Background: an optimization exercise with open tools, aiming at small area, a short achievable clock period and few clock cycles per item. Do not read the settings as production practice.
Only simulation tests tie the RTL to the original design; equivalence was not proved.
Power figures rest on the tool's default switching activity, not on a simulated workload.

## flow/run.sh

```bash
#!/bin/bash
# synth_recipe.tcl (not shown) runs the flow's synth.tcl, then flattens the netlist and writes it again
# the make line also repeats each setting of config.mk as NAME=value (left out here)
make -C /OpenROAD-flow-scripts/flow DESIGN_CONFIG=/design/flow/config.mk WORK_HOME=/design/flow/orfs CLKGATE_MAP_FILE= SYNTH_SCRIPT=/design/flow/synth_recipe.tcl finish
```

## flow/config.mk

```make
export PLATFORM = sky130hd
export DESIGN_NAME = static_sprite_scanner
export DESIGN_NICKNAME = static_sprite_scanner
export VERILOG_FILES = /design/flow/design.v
export SDC_FILE = /design/flow/constraint.sdc
export NUM_CORES = 4
export LEC_CHECK = 0
export CAP_MARGIN = 20
export CORE_MARGIN = 2
export CORE_UTILIZATION = 40
export SETUP_SLACK_MARGIN = 0.3
export SLEW_MARGIN = 20
```

## flow/constraint.sdc

```tcl
create_clock -name core_clock -period 7.0 [get_ports {clock}]
set_input_delay 1.4000 -clock core_clock [delete_from_list [all_inputs] [get_ports {clock}]]
set_output_delay 1.4000 -clock core_clock [all_outputs]
set_load 0.01 [all_outputs]
```

## flow/design.v

```verilog
module static_sprite_scanner #(
   parameter  int unsigned NUM_SPRITES = 64,
   parameter  int unsigned COL_W       = 7,
   parameter  int unsigned ROW_W       = 7,
   parameter  int unsigned PAL_W       = 2,
   parameter  int unsigned CHAR_W      = 6,
   localparam int unsigned ADDR_W      = (NUM_SPRITES > 1) ? $clog2(NUM_SPRITES) : 1,
   localparam int unsigned ENTRY_W     = 1 + COL_W + ROW_W + PAL_W + CHAR_W,
   localparam int unsigned OUT_W       = PAL_W + CHAR_W
) (
   input  logic               clock,
   input  logic               reset,
   input  logic [COL_W-1:0]   collumn,
   input  logic [ROW_W-1:0]   row,
   input  logic               req,
   output logic               busy,
   output logic               done,
   output logic               men,
   output logic [OUT_W-1:0]   out,
   input  logic               wr_en,
   input  logic [ADDR_W-1:0]  wr_addr,
   input  logic [ENTRY_W-1:0] wr_data
);
   localparam logic [ADDR_W-1:0] LastIdx = ADDR_W'(NUM_SPRITES - 1);
   typedef enum logic [1:0] {StIdle, StScan, StDone} state_e;
   state_e             state_q;
   logic [ENTRY_W-1:0] sprite_tbl_q [NUM_SPRITES];
   logic [ENTRY_W-1:0] rd_q;
   logic [ADDR_W-1:0]  idx_q;
   logic [ADDR_W-1:0]  idx_nxt;
   logic [COL_W-1:0]   col_q;
   logic [ROW_W-1:0]   row_q;
   logic               match;
   logic               is_last;
   always_comb begin
      idx_nxt = idx_q + ADDR_W'(1);
      is_last = (idx_q == LastIdx);
      match   = rd_q[ENTRY_W-1]
                && (rd_q[OUT_W+ROW_W +: COL_W] == col_q)
                && (rd_q[OUT_W +: ROW_W] == row_q);
   end
   always_ff @(posedge clock or negedge reset) begin
      if (!reset) begin
         for (int i = 0; i < int'(NUM_SPRITES); i++) sprite_tbl_q[i] <= '0;
      end else if (wr_en && (32'(wr_addr) < NUM_SPRITES)) begin
         sprite_tbl_q[wr_addr] <= wr_data;
      end
   end
   always_ff @(posedge clock or negedge reset) begin
      if (!reset) begin
         state_q    <= StIdle;
         rd_q       <= '0;
         idx_q      <= '0;
         col_q      <= '0;
         row_q      <= '0;
         busy       <= 1'b0;
         done       <= 1'b0;
         men        <= 1'b0;
         out        <= '0;
      end else begin
         done <= 1'b0;
         unique case (state_q)
            StIdle: begin
               if (req) begin
                  col_q   <= collumn;
                  row_q   <= row;
                  rd_q    <= sprite_tbl_q[0];
                  idx_q   <= '0;
                  busy    <= 1'b1;
                  state_q <= StScan;
               end
            end
            StScan: begin
               if (!is_last) begin
                  rd_q  <= sprite_tbl_q[idx_nxt];
                  idx_q <= idx_nxt;
               end
               if (match || is_last) begin
                  state_q <= StDone;
                  done    <= 1'b1;
                  men     <= match;
                  out     <= match ? rd_q[OUT_W-1:0] : '0;
               end
            end
            StDone: begin
               busy    <= 1'b0;
               state_q <= StIdle;
            end
            default: state_q <= StIdle;
         endcase
      end
   end
endmodule
```

==> reports/summary.txt <==
Final min period - 6.27 ns
Cells after Synth - 4991
Final Cycle Share - 0.896
Row count - 150
Final wirelength - 277000 um
Hold_buf cts - 0
Post-CTS sizing - 0
Endpoints failing setup - 0
Clk sinks - 1528
Nets@finish - 5022
Top-count cell post-synth - dfrtp_1
Reg2reg setup slack - 0.73 ns
Total negative slack - 0 ns
Core Box Area - 167000 um^2
Fmax - 0.159 GHz
Initial core utilization - 0.402
Netlist Area Pre-Place - 67000 um^2
CTS tree - done
DRT Pass-1 Iters - 12
Drt drc - 0
Pins Over Slew Limit - 0
Worst endpoint required time - 7.73 ns
VDD IR max - 283 uV
Cell variety after synth - 72
Slew headroom - 0.170
Drt wl/cell - 37.9 um
Status - no timing/DRC/antenna violations
Critical path class - register to register
Crit start category - register
Total Routing Usage GR - 0.322
Vias per cell - 6.64
Layout cells sized above 1 - 0.408
Ys async rst share - 1.00
WHS Path Cells - 1
CTS Buf Count - 163
Die Footprint - 171000 um^2
Leakage - 0.0354 uW
Number of global-route vias before repair - 47000
Worst-path fanout max - 21
Worst Hold Launch - state_q[1]
Area leader, netlist - dfrtp_1
Area growth syn-to-layout - 14.1%
Worst-Margin Slew - 1.24 ns
Power Density - 330 nW/um^2
Synth warn - 2
FF-to-FF End - rd_q[20]
Total grt overflow - 0
Max-Cap Viols - 0
Iteration-0 DRC Markers - 6863
Worst path arrival time - 7.01 ns
Initial antenna violation count - 23
Hold EP - busy
RSZ-0062 raised after global routing - no
Clock skew - 0.0441 ns
Clk buf depth - 3
Average cell area after synthesis - 13.4 um^2
Input/output buffers - 57
Global-route wire length before repair - 383000 um
Worst r2r src - idx_q[0]
Post-CTS setup buffers - 0
Hold crit path type - register to register
DP HPWL - 172000 um
Hold Vio Cnt, Final - 0
Post-synth top area share - 0.570
Worst skew pair latency - 0.85 ns
Synth top area cells - dfrtp_1 (57%), mux2_2 (25%), a22oi_1 (3.9%), a22o_1 (1.9%), a221oi_1 (1.8%)
Ys flop type - dfrtp_1
Seq/Total Area, Yosys - 0.570
Top cells by count, synth - dfrtp_1 (1528), mux2_2 (1475), a22oi_1 (344), clkbuf_1 (310), nand2_1 (224)
Total Power - 25200 uW
Post-synth EDFFs - 0
Largest net degree at the start of global routing - 188
Fin cells - 7310
Die H - 413 um
R2R cell count - 12
CTS root buf - clkbuf_16
#FFs+latches synth - 1528
Routability congestion estimate - 1.02
Die width - 413 um
Dpl cells - 7005
Synth Net Count - 5043
H-tree Lvls - 4
Vias - 48500
CP Capture Type - register
IO Pins - 58
ANT nets after route - 0
CTS clk-pin slew, worst paths - 0.07 ns
## final cells by class
| type | instances | area (um^2) |
|---|---|---|
| fillers | 14900 | 90400 |
| flip-flops and latches | 1528 | 38200 |
| diodes | 5 | 12.5 |
| repair buffers | 291 | 2410 |
| multi-input cells | 2968 | 27500 |
| clock inverters | 43 | 553 |
| inverters | 18 | 67.6 |
| well taps | 2204 | 2760 |
| clock buffers | 253 | 4930 |
## metrics by stage
step | setup WS, ns | util | instance area, um^2 | hold slack [ns]
global route | 0.764 | 0.458 | 76400 | 0.474
floorplan | 3.61 | - | 67000 | 0.444
detailed placement | 1.07 | 0.425 | 70900 | 0.464
global placement | 0.491 | 0.425 | 70900 | 0.457
CTS | 1.05 | 0.458 | 76400 | 0.467
finish | 0.730 | 0.458 | 76500 | 0.469
## worst max-delay path, cell delays in order (launching register included)
cell,delay [ns]
dfrtp_1,0.64
ha_1,0.78
a21oi_1,0.20
o211ai_2,0.87
buf_4,0.36
a221oi_4,0.09
buf_4,0.29
a32o_1,0.27
a221oi_1,0.69
nand4_1,0.56
a2111oi_2,0.97
nand3_1,0.19
a22o_1,0.22
## kinds of logic (layout without fill, tap and decap cells)
kind of cell	after synthesis	after routing	synth area share
AO/OA/AOI/OAI	878	878	0.105
XOR/XNOR	16	16	0.00209
adder cells (fa/ha/maj)	5	5	0.000933
buffers and inverters	495	605	0.0290
flip-flops	1528	1528	0.570
multiplexers	1484	1484	0.249
other	0	5	0
AND/OR/NAND/NOR	585	585	0.0436
## sequential cells by signal, indices dropped and copies added, names as in the netlist
name,flops
row_q,7
rd_q,23
men,1
state_q,2
busy,1
col_q,7
idx_q,6
out,8
sprite_tbl_q,1472
done,1
## power by group
part	total [uW]	internal [uW]	switching (uW)
logic	5470	1880	3580
registers	10900	10100	822
clock network	8890	5120	3770
total	25200	17100	8170
## layout by cell type, fill, tap and decap left out, types with 11 or more instances in the layout
cell type / Yosys / routed
a21oi_1: 46 / 40
a221o_1: 15 / 15
a221oi_1: 141 / 121
a221oi_4: 0 / 20
a222oi_1: 39 / 39
a22o_1: 146 / 146
a22oi_1: 344 / 340
a32o_1: 22 / 22
and2_1: 24 / 23
buf_12: 0 / 11
buf_2: 32 / 24
buf_4: 9 / 218
clkbuf_1: 310 / 41
clkbuf_16: 0 / 165
clkbuf_8: 0 / 47
clkdlybuf4s50_1: 0 / 33
clkinv_2: 0 / 21
dfrtp_1: 1528 / 1528
inv_1: 18 / 18
mux2_2: 1475 / 1475
nand2_1: 224 / 222
nand3_1: 74 / 74
nand4_1: 91 / 91
nor2_1: 54 / 27
nor2_4: 0 / 20
nor3_1: 23 / 20
nor4_1: 20 / 18
o21ai_0: 37 / 37
xnor2_1: 15 / 15
## how the worst max path moves through the flow
stage          startpoint        to  depth (start not counted)
6_report         idx_q[0]  rd_q[20]                         12
2_1_floorplan    idx_q[0]  rd_q[10]                         11
3_5_place_dp     idx_q[1]  rd_q[20]                         12
4_1_cts          idx_q[0]  rd_q[20]                         12
5_1_grt          idx_q[0]  rd_q[20]                         12
3_3_place_gp     idx_q[0]  rd_q[20]                         12
## per-layer routing
metal / part of all wire / wire length (um) / track usage
met1: 0.40 / 111000 / 0.432
met5: 0.00081 / 224 / 0.00396
met2: 0.42 / 117000 / 0.461
met3: 0.11 / 30300 / 0.0962
met4: 0.067 / 18500 / 0.186
Testbench counts, summed over its fixed seeds: cycles 166,212, lookups 4,096.

what the ideal ports hide:
No port has a modelled driver above. Below, the same layout with a new extraction and two added sets of constraints.
Step 1 assumes that a clkbuf_16 drives the clock port and a buf_2 every other input.
Step 2, shift: input delay + t, output delay - t, t = (earliest + latest rising clock arrival at the registers) / 2. This alone moves slack from input paths to output paths.
Slacks: ideal / step 1 / step 2; pairs: ideal / step 1.
shift t [ns]: 0.913
slack for setup (ns): 0.730 / 0.730 / 0.730
cell pins on the clock port's net: 1
After both steps this run still meets setup and hold. For this run, drivers alone change the setup slack by 0.000 ns; drivers and shift together by 0.000 ns.
